This is an optimization exercise on Yosys and OpenROAD, whose aim is small area, a short achievable clock period and few clock cycles per item, not a production implementation.
Function was checked by simulation only, so behaviour that the tests miss may differ from the original.
Power and IR drop assume default switching activity.

==> flow/design.v <==
`timescale 1ns/1ps
package coproc_pkg;
	localparam int data_width = 8;
	localparam int axis_width = 32;
	localparam int a_rows   = 64;
	localparam int a_cols   = 7;
	localparam int b_words  = 16;
	localparam int c_words  = 3;
	localparam int n_hidden = 2;
	localparam int a_words   = a_rows * a_cols;
	localparam int in_words  = a_words + b_words + c_words;
	localparam int out_words = a_rows;
	localparam int a_addr_bits   = 9;
	localparam int b_addr_bits   = 4;
	localparam int c_addr_bits   = 2;
	localparam int res_addr_bits = 6;
	localparam int acc_width  = 19;
	localparam int frac_shift = 8;
endpackage
`timescale 1ns/1ps
import coproc_pkg::*;
module mlp_coproc (
	input  logic        ACLK,
	input  logic        ARESETN,
	input  logic        s_axis_tvalid,
	input  logic [31:0] s_axis_tdata,
	output logic        s_axis_tready,
	output logic        m_axis_tvalid,
	output logic [31:0] m_axis_tdata,
	output logic        m_axis_tlast,
	input  logic        m_axis_tready
);
	localparam int L   = in_words;
	localparam int TAP = L - 3;
	localparam int NQ = 2;
	localparam logic [9*NQ-1:0] QV = {9'd233, 9'd0};
	localparam logic [1:0] n_credits = 2'd3;
	function automatic logic [8:0] inc_mod(input logic [8:0] v);
		inc_mod = (v == 9'(L - 1)) ? 9'd0 : v + 9'd1;
	endfunction
	function automatic logic [7:0] sat_hi(input logic [acc_width-1:0] v);
		sat_hi = (|v[acc_width-1:16]) ? 8'hff : v[15:8];
	endfunction
	function automatic logic in_q(input logic [8:0] dd, input int k);
		in_q = 1'b0;
		for (int m = 0; m < NQ; m++) begin
			if (dd == 9'((int'(QV[9*m +: 9]) + L - k) % L)) begin
				in_q = 1'b1;
			end
		end
	endfunction
	logic       tready_q;
	logic       tready_n;
	logic       busy_q;
	logic       in_v;
	logic [7:0] din;
	logic [8:0] widx_l;
	logic [8:0] d_l;
	logic       accept;
	logic       rdy_acc;
	logic       rdy_idle;
	logic [8:0] ts;
	logic [8:0] cidx;
	logic [2:0] kk;
	logic       rd_full;
	logic [1:0] cred;
	logic       row_go;
	logic       consume;
	logic       take;
	function automatic logic ready_for(input logic [8:0] w, input logic q_ok,
		input logic full, input logic [8:0] ci);
		if (w < 9'(a_words)) begin
			ready_for = q_ok && (!full || ci > w);
		end else begin
			ready_for = (w >= 9'(a_words + b_words)) || !full;
		end
	endfunction
	assign accept        = s_axis_tvalid & !busy_q;
	assign s_axis_tready = tready_q;
	assign tready_n      = accept ? rdy_acc : rdy_idle;
	logic [8:0] widx_1, widx_2;
	logic r_20, r_11, r_02;
	always_comb begin
		r_20     = ready_for(widx_2, in_q(d_l, 0), rd_full, cidx);
		r_11     = ready_for(widx_1, in_q(d_l, 1), rd_full, cidx);
		r_02     = ready_for(widx_l, in_q(d_l, 2), rd_full, cidx);
		rdy_acc  = in_v ? r_20 : r_11;
		rdy_idle = in_v ? r_11 : r_02;
	end
	always_ff @(posedge ACLK) begin
		if (!ARESETN) begin
			widx_l   <= 9'd0;
			widx_1   <= 9'd1;
			widx_2   <= 9'd2;
			d_l      <= 9'(L - 1);
			in_v     <= 1'b0;
			tready_q <= 1'b1;
			busy_q   <= 1'b0;
		end else begin
			if (in_v) begin
				widx_l <= widx_1;
				widx_1 <= widx_2;
				widx_2 <= inc_mod(widx_2);
			end else begin
				d_l <= inc_mod(d_l);
			end
			in_v     <= accept;
			tready_q <= tready_n;
			busy_q   <= !tready_n;
		end
		din <= s_axis_tdata[7:0];
	end
	logic is_a;
	assign is_a = (widx_l < 9'(a_words));
	logic [8*L-1:0] ring;
	always_ff @(posedge ACLK) begin
		ring <= {ring[8*(L-1)-1:0], ring[8*L-1 -: 8]};
		for (int m = 0; m < NQ; m++) begin
			if (in_v && is_a && d_l == QV[9*m +: 9]) begin
				ring[8*(QV[9*m +: 9] + 1) +: 8] <= din;
			end
		end
	end
	logic [7:0] bmem [0:b_words-1];
	logic [7:0] c0;
	logic [7:0] c1;
	logic [7:0] c2;
	always_ff @(posedge ACLK) begin
		for (int j = 0; j < b_words; j++) begin
			if (in_v && widx_l == 9'(a_words + j)) begin
				bmem[j] <= din;
			end
		end
		if (in_v && widx_l == 9'(a_words + b_words)) c0 <= din;
		if (in_v && widx_l == 9'(a_words + b_words + 1)) c1 <= din;
		if (in_v && widx_l == 9'(a_words + b_words + 2)) c2 <= din;
	end
	assign row_go  = rd_full && (kk == 3'd0) && (ts == cidx) && (cred != 2'd0);
	assign consume = (kk != 3'd0) || row_go;
	always_ff @(posedge ACLK) begin
		if (!ARESETN) begin
			ts      <= 9'd2;
			cidx    <= '0;
			kk      <= '0;
			rd_full <= 1'b0;
			cred    <= n_credits;
		end else begin
			ts <= inc_mod(ts);
			if (consume) begin
				kk <= (kk == 3'd6) ? 3'd0 : kk + 3'd1;
				if (cidx == 9'(a_words - 1)) begin
					cidx    <= '0;
					rd_full <= 1'b0;
				end else begin
					cidx <= cidx + 9'd1;
				end
			end
			if (in_v && widx_l == 9'(a_words + b_words - 1)) begin
				rd_full <= 1'b1;
				cidx    <= '0;
			end
			cred <= cred - 2'(row_go) + 2'(take);
		end
	end
	logic        v1, f0_1, f6_1;
	logic        v2, f0_2, f6_2;
	logic        v3;
	logic [7:0]  bs0, bs1;
	logic [11:0] p0l, p0h, p1l, p1h;
	logic [acc_width-1:0] acc0, acc1;
	logic [7:0]  a_now;
	assign a_now = ring[8*(TAP + 1) +: 8];
	always_ff @(posedge ACLK) begin
		if (!ARESETN) begin
			v1 <= 1'b0;
			v2 <= 1'b0;
			v3 <= 1'b0;
		end else begin
			v1 <= consume;
			v2 <= v1;
			v3 <= v2 && f6_2;
		end
	end
	always_ff @(posedge ACLK) begin
		f0_1 <= (kk == 3'd0);
		f6_1 <= (kk == 3'd6);
		bs0  <= bmem[{kk + 3'd1, 1'b0}];
		bs1  <= bmem[{kk + 3'd1, 1'b1}];
		f0_2 <= f0_1;
		f6_2 <= f6_1;
		p0l  <= a_now * bs0[3:0];
		p0h  <= a_now * bs0[7:4];
		p1l  <= a_now * bs1[3:0];
		p1h  <= a_now * bs1[7:4];
		acc0 <= (f0_2 ? acc_width'(bmem[0]) : acc0) + acc_width'(p0l) + acc_width'({p0h, 4'd0});
		acc1 <= (f0_2 ? acc_width'(bmem[1]) : acc1) + acc_width'(p1l) + acc_width'({p1h, 4'd0});
	end
	logic [7:0]  h0, h1;
	logic [7:0]  sat0;
	logic [6:2]  st;
	logic [7:0]  opc;
	logic [3:0]  opn;
	logic [11:0] prod;
	logic [16:0] osum;
	logic        yv;
	logic [7:0]  y;
	assign sat0 = sat_hi(acc0);
	always_ff @(posedge ACLK) begin
		if (!ARESETN) begin
			st <= '0;
			yv <= 1'b0;
		end else begin
			st <= {st[5:2], v3};
			yv <= st[6];
		end
	end
	always_ff @(posedge ACLK) begin
		if (v3) begin
			h0 <= sat0;
			h1 <= sat_hi(acc1);
		end
		opc  <= (v3 || st[2]) ? c1 : c2;
		opn  <= v3 ? sat0[3:0] : st[2] ? h0[7:4] : st[3] ? h1[3:0] : h1[7:4];
		prod <= opc * opn;
		osum <= (st[3] ? 17'(c0) : osum) + ((st[4] || st[6]) ? 17'({prod, 4'd0}) : 17'(prod));
	end
	assign y = osum[16] ? 8'hff : osum[15:8];
	logic       e0_v, e1_v, e2_v;
	logic [8:0] e1, e2;
	logic [8:0] yl;
	logic [5:0] rcnt;
	logic e0_e;
	logic e0_v_n;
	assign take = !e0_e && m_axis_tready;
	always_comb begin
		if (take) begin
			e0_v_n = e1_v || yv;
		end else begin
			e0_v_n = !e0_e || yv;
		end
	end
	assign yl = {rcnt == 6'd63, y};
	always_ff @(posedge ACLK) begin
		if (!ARESETN) begin
			e0_v <= 1'b0;
			e0_e <= 1'b1;
			e1_v <= 1'b0;
			e2_v <= 1'b0;
			rcnt <= '0;
		end else begin
			if (yv) begin
				rcnt <= rcnt + 6'd1;
			end
			e0_v <= e0_v_n;
			e0_e <= !e0_v_n;
			if (take) begin
				e1_v <= e2_v || (e1_v && yv);
				e2_v <= e2_v && yv;
			end else if (!e0_e && !e1_v) begin
				e1_v <= yv;
			end else if (e1_v && !e2_v) begin
				e2_v <= yv;
			end
		end
	end
	logic [8:0] e0_n;
	logic [8:0] e0_i;
	logic [8:0] od;
	always_comb begin
		if (take) begin
			e0_n = e1_v ? e1 : yl;
		end else if (e0_e) begin
			e0_n = yl;
		end else begin
			e0_n = ~e0_i;
		end
	end
	always_ff @(posedge ACLK) begin
		e0_i <= ~e0_n;
		od   <= e0_n;
		if (take) begin
			e1 <= e2_v ? e2 : yl;
			e2 <= yl;
		end else if (!e0_e && !e1_v) begin
			e1 <= yl;
		end else if (e1_v && !e2_v) begin
			e2 <= yl;
		end
	end
	assign m_axis_tvalid = e0_v;
	assign m_axis_tdata  = {24'd0, od[7:0]};
	assign m_axis_tlast  = od[8];
endmodule
==> flow/flow/run.sh <==
#!/bin/bash
set -euo pipefail
SETUP_MARGIN=7.6
bash standard.sh SETUP_SLACK_MARGIN=$SETUP_MARGIN "BUFFER_PORTS_ARGS=-buffer_cell sky130_fd_sc_hd__buf_4" finish > flow_standard.log 2>&1
==> flow/standard.sh <==
#!/bin/bash
# synth_recipe.tcl (not shown) runs the flow's synth.tcl, then flattens the netlist and writes it again
# the make line also repeats each setting of config.mk as NAME=value (left out here)
make -C /OpenROAD-flow-scripts/flow DESIGN_CONFIG=/design/flow/config.mk WORK_HOME=/design/flow/orfs CLKGATE_MAP_FILE= SYNTH_SCRIPT=/design/flow/synth_recipe.tcl "${@:-finish}"
==> flow/config.mk <==
export PLATFORM = sky130hd
export DESIGN_NAME = mlp_coproc
export DESIGN_NICKNAME = mlp_coproc
export VERILOG_FILES = /design/flow/design.v
export SDC_FILE = /design/flow/constraint.sdc
export NUM_CORES = 4
export LEC_CHECK = 0
export ABC_CLOCK_PERIOD_IN_PS = 3500
export CAP_MARGIN = 20
export CORE_MARGIN = 2
export CORE_UTILIZATION = 70
export CTS_CLUSTER_DIAMETER = 80
export CTS_CLUSTER_SIZE = 25
export SLEW_MARGIN = 20
==> flow/constraint.sdc <==
create_clock -name core_clock -period 11.0 [get_ports {ACLK}]
set_input_delay 2.2000 -clock core_clock [delete_from_list [all_inputs] [get_ports {ACLK}]]
set_output_delay 2.2000 -clock core_clock [all_outputs]
set_load 0.01 [all_outputs]
==> results.tsv, run 1 <==
metric	value	unit
total number of vias	38200	
Final Cell Area	106000	um2
#FFs+latches synth	4173	
cell chain of the critical path	buf_6	
Syn Inst Count	5901	
WL/cell	17.2	um
EDFF count, synth	182	
Worst setup EP type	output pin	
crit path max fanout	1	
GR Overflow Total	0	
synthesized cell area	98000	um2
Slew HR	23.4	%
pwr dens	220	nW/um2
CP Data Arrival Time	1.27	ns
gr usage total	19.8	%
Synth Area in Compound Gates	2.22	%
post-synthesis xor/xnor area fraction	0.957	%
Post-route DRC	0	
Initial DRC Count	2011	
RSZ-0062 raised after global routing	yes	
Die Width	378	um
core area	139000	um2
I/O pin total	71	
DPL Wire Length	68100	um
post-route minimum period	3.47	ns
die height	378	um
CTS Buffer Depth	3	
largest family of logic cells by synthesized area	adder cells	
post-synth cell types	67	
R2R depth	12	
drt first pass iters	5	
row count	137	
H-tree levels	4	
Layout Utilization	76.1	%
Final TNS setup	0	ns
Area Overhead vs Synth	8.18	%
CP bufs+invs	1	
clk root buf	clkbuf_16	
Post-Synth Adder-Cell Area	3.95	%
Leak	0.0429	uW
Nets	6395	
count of final setup violators	0	
worst setup path category	reg -> out	
largest net degree at the start of global routing	54	
Min-Delay Endpoint	ring[2611]	
final hold slack	0.308	ns
Worst path slowest cell	dfxtp_2	
Synth warnings	2	
FF-to-FF Start	ring[3721]	
Simple-Gate Fraction of Synth Area	3.27	%
ratio of cells with drive above 1 in the final layout	6.90	%
Critical Path Start Type	flip-flop	
Initial Util	70.4	%
outcome	no timing/DRC/antenna violations	
Placer Congestion	0.817	
HP Start	ring[2603]	
PortBufs	22	
count of clock tree sinks	4173	
Fmax	0.288	GHz
die area	143000	um2
ys flop type	dfxtp_1	
vias in the first global route	39900	
worst-margin pin slew	1.15	ns
CTS tree	built	
Clock Latency Late Sink	0.83	ns
fin crit share	31.6	%
mux share of post-synthesis cell area	1.31	%
routed wire length	138000	um
Hold Path Class	reg -> reg	
clk slew on worst S/H paths	0.10	ns
Mean Syn Cell Area	16.6	um2
CP Data Required Time	8.80	ns
Max IR drop VDD	184	uV
Hold Buf Count CTS	0	
antenna viol nets, final	0	
reg2reg setup slack	7.62	ns
hold path cells	0	
Async S/R FF share, synth	0	%
Critical Path Max Stage Delay	0.34	ns
Inserted Clock Buffers	187	
initial antenna violation count	10	
first-pass GRT wire length	221000	um
Cell Area, Placed	100000	um2
clk_skew	0.0416	ns
Via density	4.77	
Slew Limit Fails	0	
Fin. Hold Viols	0	
Seq/Total Area, Yosys	87.1	%
CP top delay family	flip-flops	
Max Cap Viol	0	
R2R Path End	p0h[11]	
layout make-up:
cell class              instances  area, um2
diodes                          1       2.50
fillers                      7735      33200
multi-input cells            1482      11700
clock inverters                16        274
repair buffers                 66        651
clock buffers                 209       4840
flip-flops and latches       4173      85400
inverters                     187        702
well taps                    1876       2350
cells by family (layout without fill, tap and decap cells):
logic type	count (synthesis)	in the layout
AOI/OAI and AO/OA	345	345
buffers and inverters	269	478
and+or+nand+nor	641	641
adders and majority gates	262	262
muxes	103	103
DFF	4173	4173
xor gates and xnor gates	107	107
other	1	25
flip-flops by register name (all words and copies together), names as in the netlist, 12 cells and up:
name	cells
bmem	128
p1l	12
prod	12
acc1	19
ring	3736
p0l	12
acc0	19
osum	17
p0h	12
p1h	12
cell usage in the layout, fill, tap and decap left out, types with 15 or more instances in the layout:
cell type / n
a21o_1: 30
a21oi_1: 96
a31oi_1: 15
and2_1: 135
buf_4: 44
buf_6: 16
clkbuf_1: 18
clkbuf_16: 190
conb_1: 24
dfxtp_1: 3962
dfxtp_2: 23
edfxtp_1: 182
fa_1: 75
ha_1: 178
inv_1: 186
mux2_2: 60
mux2i_1: 29
nand2_1: 154
nand2b_1: 22
nand3_1: 33
nand4_1: 22
nor2_1: 154
nor2b_1: 45
nor3_1: 24
o21ai_0: 60
o21bai_1: 17
xnor2_1: 69
xor2_1: 38
worst max path at each step:
stage / startpoint / endpoint / slack, ns / cells past startpoint
CTS: tready_q / s_axis_tready / 7.44 / 1
global placement: ring[3721] / p0h[11] / 6.98 / 12
finish: tready_q / s_axis_tready / 7.53 / 1
detailed placement: ring[3721] / p0h[11] / 6.99 / 12
global route: ring[3721] / p0h[11] / 7.46 / 12
floorplan: ring[3721] / p0h[11] / 7.60 / 13
cell usage after synthesis, types with 13 or more instances:
library cell / instances / area, um2
clkbuf_1: 47 / 176
mux2_2: 60 / 676
o21bai_1: 18 / 135
a31oi_1: 17 / 106
nand3_1: 33 / 165
and2_1: 135 / 845
inv_1: 186 / 698
o21ai_0: 70 / 350
a221oi_1: 13 / 114
edfxtp_1: 182 / 5470
nor2b_1: 45 / 282
mux2i_1: 29 / 290
fa_1: 79 / 1580
ha_1: 183 / 2290
mux4_2: 14 / 315
xnor2_1: 69 / 604
a21oi_1: 111 / 556
buf_4: 24 / 180
a21o_1: 30 / 225
nor3_1: 25 / 125
nand2b_1: 22 / 138
nor2_1: 155 / 582
dfxtp_1: 3991 / 79900
xor2_1: 38 / 333
nand2_1: 156 / 586
nand4_1: 22 / 138
report_power, final:
part           switching, uW  leakage (uW)  total (uW)  internal, uW
combinational            215       0.00656         394           179
clock                   4380       0.00249        7550          3170
sequential              72.4        0.0338       15300         15300
total                   4670        0.0429       23300         18600
per-layer routing:
metal	share of wire, %	up-vias	global-route usage, %
met5	0	-	0
met3	2.8	179	2.84
met4	1.9	0	5.04
li1	-	19100	-
met2	46	421	31.5
met1	49	18500	28.8
through the flow:
| stage | setup WS [ns] | power [uW] | std cells |
|---|---|---|---|
| finish | 7.53 | 23300 | 8010 |
| global route | 7.46 | 24000 | 8009 |
| CTS | 7.44 | 23500 | 7998 |
| detailed placement | 6.99 | 16100 | 7758 |
| global placement | 6.98 | 16000 | 7758 |
| floorplan | 7.60 | 16000 | 5924 |
timing repair:
item / in CTS / in global routing
gates cloned: 2 / 0
endpoints found under the setup margin: 39 / 30
pin swaps: 4 / 27
gates resized for setup: 52 / 49
buffers inserted: 13 / 11
Testbench counts, summed over its fixed seeds: cycles 18,592, frames 32.
==> run 2, diff against run 1 <==
--- a/flow/design.v
+++ b/flow/design.v
@@ -67,6 +67,9 @@
 	logic       row_go;
 	logic       consume;
 	logic       take;
+	logic       cdone;
+	logic       abort;
+	logic       v3;
 	function automatic logic ready_for(input logic [8:0] w, input logic q_ok,
 		input logic full, input logic [8:0] ci);
 		if (w < 9'(a_words)) begin
@@ -135,18 +138,23 @@
 		if (in_v && widx_l == 9'(a_words + b_words + 1)) c1 <= din;
 		if (in_v && widx_l == 9'(a_words + b_words + 2)) c2 <= din;
 	end
-	assign row_go  = rd_full && (kk == 3'd0) && (ts == cidx) && (cred != 2'd0);
-	assign consume = (kk != 3'd0) || row_go;
+	assign abort   = v3 && !cdone;
+	assign row_go  = rd_full && (kk == 3'd0) && (ts == cidx) && (cred != 2'd0) && !abort;
+	assign consume = ((kk != 3'd0) || row_go) && !abort;
 	always_ff @(posedge ACLK) begin
 		if (!ARESETN) begin
 			ts      <= 9'd2;
 			cidx    <= '0;
 			kk      <= '0;
 			rd_full <= 1'b0;
+			cdone   <= 1'b0;
 			cred    <= n_credits;
 		end else begin
 			ts <= inc_mod(ts);
-			if (consume) begin
+			if (abort) begin
+				kk   <= '0;
+				cidx <= '0;
+			end else if (consume) begin
 				kk <= (kk == 3'd6) ? 3'd0 : kk + 3'd1;
 				if (cidx == 9'(a_words - 1)) begin
 					cidx    <= '0;
@@ -158,13 +166,16 @@
 			if (in_v && widx_l == 9'(a_words + b_words - 1)) begin
 				rd_full <= 1'b1;
 				cidx    <= '0;
-			end
-			cred <= cred - 2'(row_go) + 2'(take);
+				cdone   <= 1'b0;
+			end
+			if (in_v && widx_l == 9'(in_words - 1)) begin
+				cdone <= 1'b1;
+			end
+			cred <= cred - 2'(row_go) + 2'(take) + (abort ? 2'd1 + 2'(kk != 3'd0) : 2'd0);
 		end
 	end
 	logic        v1, f0_1, f6_1;
 	logic        v2, f0_2, f6_2;
-	logic        v3;
 	logic [7:0]  bs0, bs1;
 	logic [11:0] p0l, p0h, p1l, p1h;
 	logic [acc_width-1:0] acc0, acc1;
@@ -210,7 +221,7 @@
 			st <= '0;
 			yv <= 1'b0;
 		end else begin
-			st <= {st[5:2], v3};
+			st <= {st[5:2], v3 && cdone};
 			yv <= st[6];
 		end
 	end
--- a/flow/config.mk
+++ b/flow/config.mk
@@ -8,7 +8,7 @@
 export ABC_CLOCK_PERIOD_IN_PS = 3500
 export CAP_MARGIN = 20
 export CORE_MARGIN = 2
-export CORE_UTILIZATION = 70
+export CORE_UTILIZATION = 65
 export CTS_CLUSTER_DIAMETER = 80
 export CTS_CLUSTER_SIZE = 25
 export SLEW_MARGIN = 20
==> run 2 against run 1 <==
Effect of this change:
- via count is 1.6% lower
- critical path type unchanged
- wire length shrank 16%
- count of clock-buffer cells in the layout decreased by 5
- sequential share of layout area fell by 0.46 points
- highest routed layer unchanged
- hold slack lost 0.011 ns
- setup slack better by 0.00086 ns
- sequential cell count rose by 1
==> results.tsv, run 2 <==
metric	value	unit
CP bufs+invs	1	
Syn Inst Count	5921	
Slew HR	25.7	%
Synth top cells by count	dfxtp_1, edfxtp_1, ha_1	
drt first pass iters	5	
ranking of synthesized cells by area	dfxtp_1, edfxtp_1, ha_1	
core area	150000	um2
CP Data Required Time	8.80	ns
CP Data Arrival Time	1.27	ns
CP top delay family	flip-flops	
worst-margin pin slew	1.11	ns
Initial Util	65.5	%
gr usage total	15.3	%
Nets	6410	
Via density	4.61	
final hold slack	0.297	ns
R2R Path End	p1h[11]	
die height	393	um
reg2reg setup slack	7.56	ns
most common cell after layout, fill and taps aside	dfxtp_1	
max reg flops	3736	
Inserted Clock Buffers	188	
Placer Congestion	0.793	
Crit. path cell count	1	
post-synth cell types	89	
fin cells	8165	
Seq/Total Area, Yosys	86.9	%
pwr dens	217	nW/um2
cell chain of the critical path	buf_6	
Fin. Hold Viols	0	
fin crit share	31.6	%
total number of vias	37600	
CTS Buffer Depth	3	
dpl ws	7.04	ns
top cell type's share of synthesized area	81.3	%
clk_skew	0.0391	ns
Top Registers	ring: 3736 flops, bmem: 128 flops	
Final TNS setup	0	ns
Worst setup EP type	output pin	
Max IR drop VDD	177	uV
Area Overhead vs Synth	8.52	%
Initial DRC Count	1594	
HP Start	ring[2128]	
ys flop type	dfxtp_1	
PortBufs	22	
vias in the first global route	37200	
Hold Path Class	reg -> reg	
GR Overflow Total	0	
I/O pin total	71	
Fmax	0.288	GHz
Max Cap Viol	0	
#FFs+latches synth	4174	
FF-to-FF Start	ring[3721]	
clk root buf	clkbuf_16	
Slew Limit Fails	0	
H-tree levels	4	
CTS tree	built	
setup ws final	7.53	ns
initial antenna violation count	2	
Synth warnings	2	
hold path cells	0	
count of clock tree sinks	4174	
Post-route DRC	0	
crit path max fanout	1	
Yosys top cell by area	dfxtp_1	
cell count after placement	7910	
post-route minimum period	3.47	ns
Min-Delay Endpoint	ring[2136]	
R2R depth	14	
largest reg by FF count	ring	
largest net degree at the start of global routing	65	
Leak	0.0431	uW
row count	142	
Die Width	393	um
Critical Path Start Type	flip-flop	
EDFF count, synth	182	
synthesized cell area	98200	um2
clk slew on worst S/H paths	0.10	ns
first-pass GRT wire length	192000	um
routed wire length	116000	um
RSZ-0062 raised after global routing	yes	
most frequent cell after synthesis	dfxtp_1	
ratio of cells with drive above 1 in the final layout	7.53	%
outcome	no timing/DRC/antenna violations	
commonest cells after routing, fill and taps aside	dfxtp_1, clkbuf_16, edfxtp_1	
DPL Wire Length	63700	um
Clock Latency Late Sink	0.81	ns
antenna viol nets, final	0	
count of final setup violators	0	
Worst path slowest cell	dfxtp_2	
Critical Path Max Stage Delay	0.36	ns
worst setup path category	reg -> out	
WL/cell	14.3	um
n_diodes	0	
Async S/R FF share, synth	0	%
Mean Syn Cell Area	16.6	um2
die area	154000	um2
## run 2: changes by cell type in the layout (fill, tap and decap cells not counted), moves of 9 or more
| cell | change |
|---|---|
| xnor2_1 | +11 |
| inv_1 | -21 |
| o21bai_1 | -12 |
| nand4_1 | -9 |
| and2_1 | +10 |
| a21oi_1 | -23 |
| and3_1 | +9 |
| a221oi_1 | +10 |
| nand2_1 | -21 |
| mux4_2 | -12 |
| nor2b_1 | +20 |
| nor2_1 | -10 |
## run 2: stage by stage
step	util [%]	instance area, um2	total power (uW)
global placement	67.2	101000	16000
detailed placement	67.2	101000	16100
finish	71.1	107000	23100
CTS	70.9	106000	23400
floorplan	-	98400	16000
global route	71.1	107000	24000
## run 2: cell families after synthesis
| group | synth area share (%) |
|---|---|
| compound gates | 2.36 |
| xor+xnor | 1.04 |
| fa+ha+maj | 3.95 |
| buf+inv | 1.09 |
| flops | 86.9 |
| mux | 1.13 |
| other cells | 0.00382 |
| simple gates | 3.52 |
## run 2: repair_timing
| item | CTS | global route |
|---|---|---|
| hold endpoints to repair | 0 | 0 |
| pin swaps | 38 | 14 |
| cloned | 3 | 0 |
| buffers inserted | 14 | 11 |
| hold buffers | 0 | 0 |
| setup endpoints to repair | 40 | 29 |
| resized for setup | 71 | 36 |
## run 2: worst max path at each step
stage,start,endpoint,slack [ns]
after floorplan,m_axis_tready,cred[1],7.53
after global placement,ring[3722],p0l[11],7.05
after detailed placement,ring[3722],p0l[11],7.04
after CTS,tready_q,s_axis_tready,7.44
after global routing,ring[3721],p0l[11],7.41
final,tready_q,s_axis_tready,7.53
## run 2: final cells by class
cell class	instances	area, um2
Multi-Input combinational cell	1513	12200
Clock buffer	204	4810
Timing Repair Buffer	63	651
Sequential cell	4174	85500
Tap cell	2016	2520
Clock inverter	23	377
Fill cell	9822	43300
Inverter	172	646
## run 2: power by group
group	switching, uW	internal [uW]
clock network	4250	3170
logic	192	174
registers	65.1	15300
total	4510	18600
## run 2: routing by layer
layer  up-vias  GRT usage [%]  share of wire, %
met5         -              0                 0
met2       405           21.4                39
met1     17800           24.2                54
li1      19200              -                 -
met4         0           4.74               2.4
met3       194           3.05               3.7
## run 2: worst register-to-register path: stages, from the launching register on
cell     delay (ns)
dfxtp_4        0.38
buf_12         0.14
buf_6          0.11
nand2_2        0.05
fa_1           0.49
inv_1          0.05
fa_1           0.47
ha_1           0.29
a21o_1         0.21
a21oi_4        0.15
o21ai_2        0.08
or4_4          0.48
a31o_1         0.21
a21oi_2        0.14
xnor2_1        0.13
Testbench counts of run 2, summed over its fixed seeds: cycles 18,592, frames 32.
==> run 3, diff against run 2 <==
--- a/flow/config.mk
+++ b/flow/config.mk
@@ -8,7 +8,7 @@
 export ABC_CLOCK_PERIOD_IN_PS = 3500
 export CAP_MARGIN = 20
 export CORE_MARGIN = 2
-export CORE_UTILIZATION = 65
-export CTS_CLUSTER_DIAMETER = 80
-export CTS_CLUSTER_SIZE = 25
+export CORE_UTILIZATION = 60
+export CTS_CLUSTER_DIAMETER = 60
+export CTS_CLUSTER_SIZE = 20
 export SLEW_MARGIN = 20
==> run 3 against run 2 <==
Effect of this change:
- largest cell class unchanged
- critical path type unchanged
- sequential power barely moved
- fmax fell by 0.21%
- still clean on timing, DRC and antenna
- area after synthesis did not move
==> results.tsv, run 3 <==
metric	value	unit
count of final setup violators	0	
most frequent cell after synthesis	dfxtp_1	
GR Overflow Total	0	
gr usage total	14.3	%
Max Cap Viol	0	
max reg flops	3736	
H-tree levels	4	
Leak	0.0437	uW
Nets	6460	
Worst path slowest cell	dfxtp_2	
Slew HR	22.1	%
outcome	no timing/DRC/antenna violations	
Worst setup EP type	output pin	
Hold Path Class	reg -> reg	
Inserted Clock Buffers	237	
ranking of synthesized cells by area	dfxtp_1, edfxtp_1, ha_1	
Final TNS setup	0	ns
Max IR drop VDD	170	uV
Yosys top cell by area	dfxtp_1	
Critical Path Start Type	flip-flop	
fin crit share	31.6	%
pwr dens	223	nW/um2
Clock Latency Late Sink	0.85	ns
RSZ-0062 raised after global routing	yes	
dpl ws	6.99	ns
fin cells	8390	
antenna viol nets, final	0	
Critical Path Max Stage Delay	0.33	ns
row count	148	
cell chain of the critical path	buf_6	
setup ws final	7.52	ns
most common cell after layout, fill and taps aside	dfxtp_1	
Placer Congestion	0.781	
clk slew on worst S/H paths	0.08	ns
Filler cells	11400	
Slew Limit Fails	0	
Via density	4.52	
Top Registers	ring: 3736 flops, bmem: 128 flops	
CP bufs+invs	1	
commonest cells after routing, fill and taps aside	dfxtp_1, clkbuf_16, edfxtp_1	
clk_skew	0.0442	ns
synthesized cell area	98200	um2
Fmax	0.287	GHz
post-synth cell types	89	
cell count after placement	8073	
first-pass GRT wire length	195000	um
CP Data Arrival Time	1.28	ns
initial antenna violation count	4	
Fin. Hold Viols	0	
Async S/R FF share, synth	0	%
WL/cell	14.0	um
#FFs+latches synth	4174	
CTS tree	built	
crit path max fanout	1	
die height	409	um
Initial DRC Count	1827	
vias in the first global route	37500	
Initial Util	60.4	%
EDFF count, synth	182	
total number of vias	38000	
count of clock tree sinks	4174	
Die Width	409	um
worst-margin pin slew	1.17	ns
worst setup path category	reg -> out	
core area	163000	um2
routed wire length	117000	um
post-route minimum period	3.48	ns
Area Overhead vs Synth	10.0	%
DPL Wire Length	63700	um
Seq/Total Area, Yosys	86.9	%
top cell type's share of synthesized area	81.3	%
CTS Buffer Depth	3	
die area	167000	um2
Post-route DRC	0	
ratio of cells with drive above 1 in the final layout	8.22	%
CP Data Required Time	8.80	ns
PortBufs	22	
largest net degree at the start of global routing	58	
drt first pass iters	5	
CP top delay family	flip-flops	
Synth warnings	2	
I/O pin total	71	
clk root buf	clkbuf_16	
ys flop type	dfxtp_1	
Syn Inst Count	5921	
Mean Syn Cell Area	16.6	um2
largest reg by FF count	ring	
Synth top cells by count	dfxtp_1, edfxtp_1, ha_1	
run 3: cell count changes in the layout (fill, tap and decap cells not counted), moves of 3 or more:
cell,change
buf_4,+5
buf_12,-4
inv_4,-3
clkbuf_16,+51
dfxtp_2,-4
clkinv_4,+3
dfxtp_1,+4
inv_6,+6
clkbuf_1,+4
run 3: final cells by class:
class | instances | area, um2 | area share [%]
Sequential cell | 4174 | 85400 | 79.1
Antenna cell | 1 | 2.50 | 0.00232
Clock buffer | 260 | 6110 | 5.65
Inverter | 172 | 646 | 0.597
Clock inverter | 31 | 443 | 0.410
Multi-Input combinational cell | 1513 | 12100 | 11.2
Timing Repair Buffer | 64 | 592 | 0.548
Tap cell | 2175 | 2720 | 2.52
run 3: repair_timing:
item | 4_1_cts | 5_1_grt
setup buffers | 8 | 15
gates resized for setup | 47 | 38
hold buffers | 0 | 0
setup endpoints to repair | 39 | 29
cloned | 2 | 0
pin swaps | 4 | 23
run 3: layer usage:
| metal | routed length [um] | GRT usage [%] | share of wire (%) |
|---|---|---|---|
| met5 | 0 | 0 | 0 |
| met3 | 4780 | 3.01 | 4.1 |
| met1 | 63500 | 22.3 | 54 |
| met2 | 46500 | 19.8 | 40 |
| met4 | 2620 | 4.61 | 2.2 |
run 3: cell families (layout without fill, tap and decap cells):
kind of cell	Yosys count	count (layout)	share of synthesized area, %
buffers and inverters	257	527	1.09
AOI/OAI and AO/OA	345	345	2.36
other	1	25	0.00382
and+or+nand+nor	665	665	3.52
DFF	4174	4174	86.9
adders and majority gates	262	262	3.95
xor gates and xnor gates	117	117	1.04
muxes	100	100	1.13
run 3: per-stage QoR:
step | hold WS, ns | power (uW) | instance area [um2] | util, %
after floorplan | 0.310 | 16000 | 98400 | -
after global placement | 0.310 | 16000 | 101000 | 62.0
after detailed placement | 0.312 | 16100 | 101000 | 62.0
after CTS | 0.297 | 24500 | 108000 | 66.2
after global routing | 0.299 | 25100 | 108000 | 66.4
final | 0.298 | 24100 | 108000 | 66.4
run 3: path summary, 6_finish.rpt:
check | from | end | slack (ns) | cells past startpoint
max reg2reg | ring[3721] | p1l[11] | 7.56 | 13
min | ring[3715] | ring[3723] | 0.30 | 0
min reg2reg | ring[3715] | ring[3723] | 0.30 | 0
max | od[7] | m_axis_tdata[7] | 7.52 | 1
run 3: report_power, final:
part / internal [uW] / switching [uW] / total, uW
Clock: 3970 / 4450 / 8420
Combinational: 174 / 199 / 373
Sequential: 15300 / 59.9 / 15300
Total: 19400 / 4710 / 24100

separate check: timing with driven ports:
The results above use ideal ports. As a check the final layouts listed here were re-extracted and re-timed, cells and wires unchanged. Step 1: set_driving_cell puts a clkbuf_16 on ACLK and a buf_2 on each other input, an assumption about the parent block. Step 2 also shifts input and output timing later by t, the mid clock arrival at the registers, as if the neighbouring blocks saw the same clock. Slacks: ideal / step 1 / step 2; pairs: ideal / step 1.
run	t (ns)	slack for setup (ns)	clock arrival spread, ns
run 1	0.889	7.528 / 7.451 / 7.310	0.050 / 0.050
run 2	0.863	7.529 / 7.455 / 7.324	0.047 / 0.047
run 3	0.898	7.521 / 7.449 / 7.276	0.044 / 0.044
After both steps every run listed still meets setup and hold. The setup slack of run 3, which loses most, moves by -0.072 ns with the drivers and by -0.245 ns with both steps.
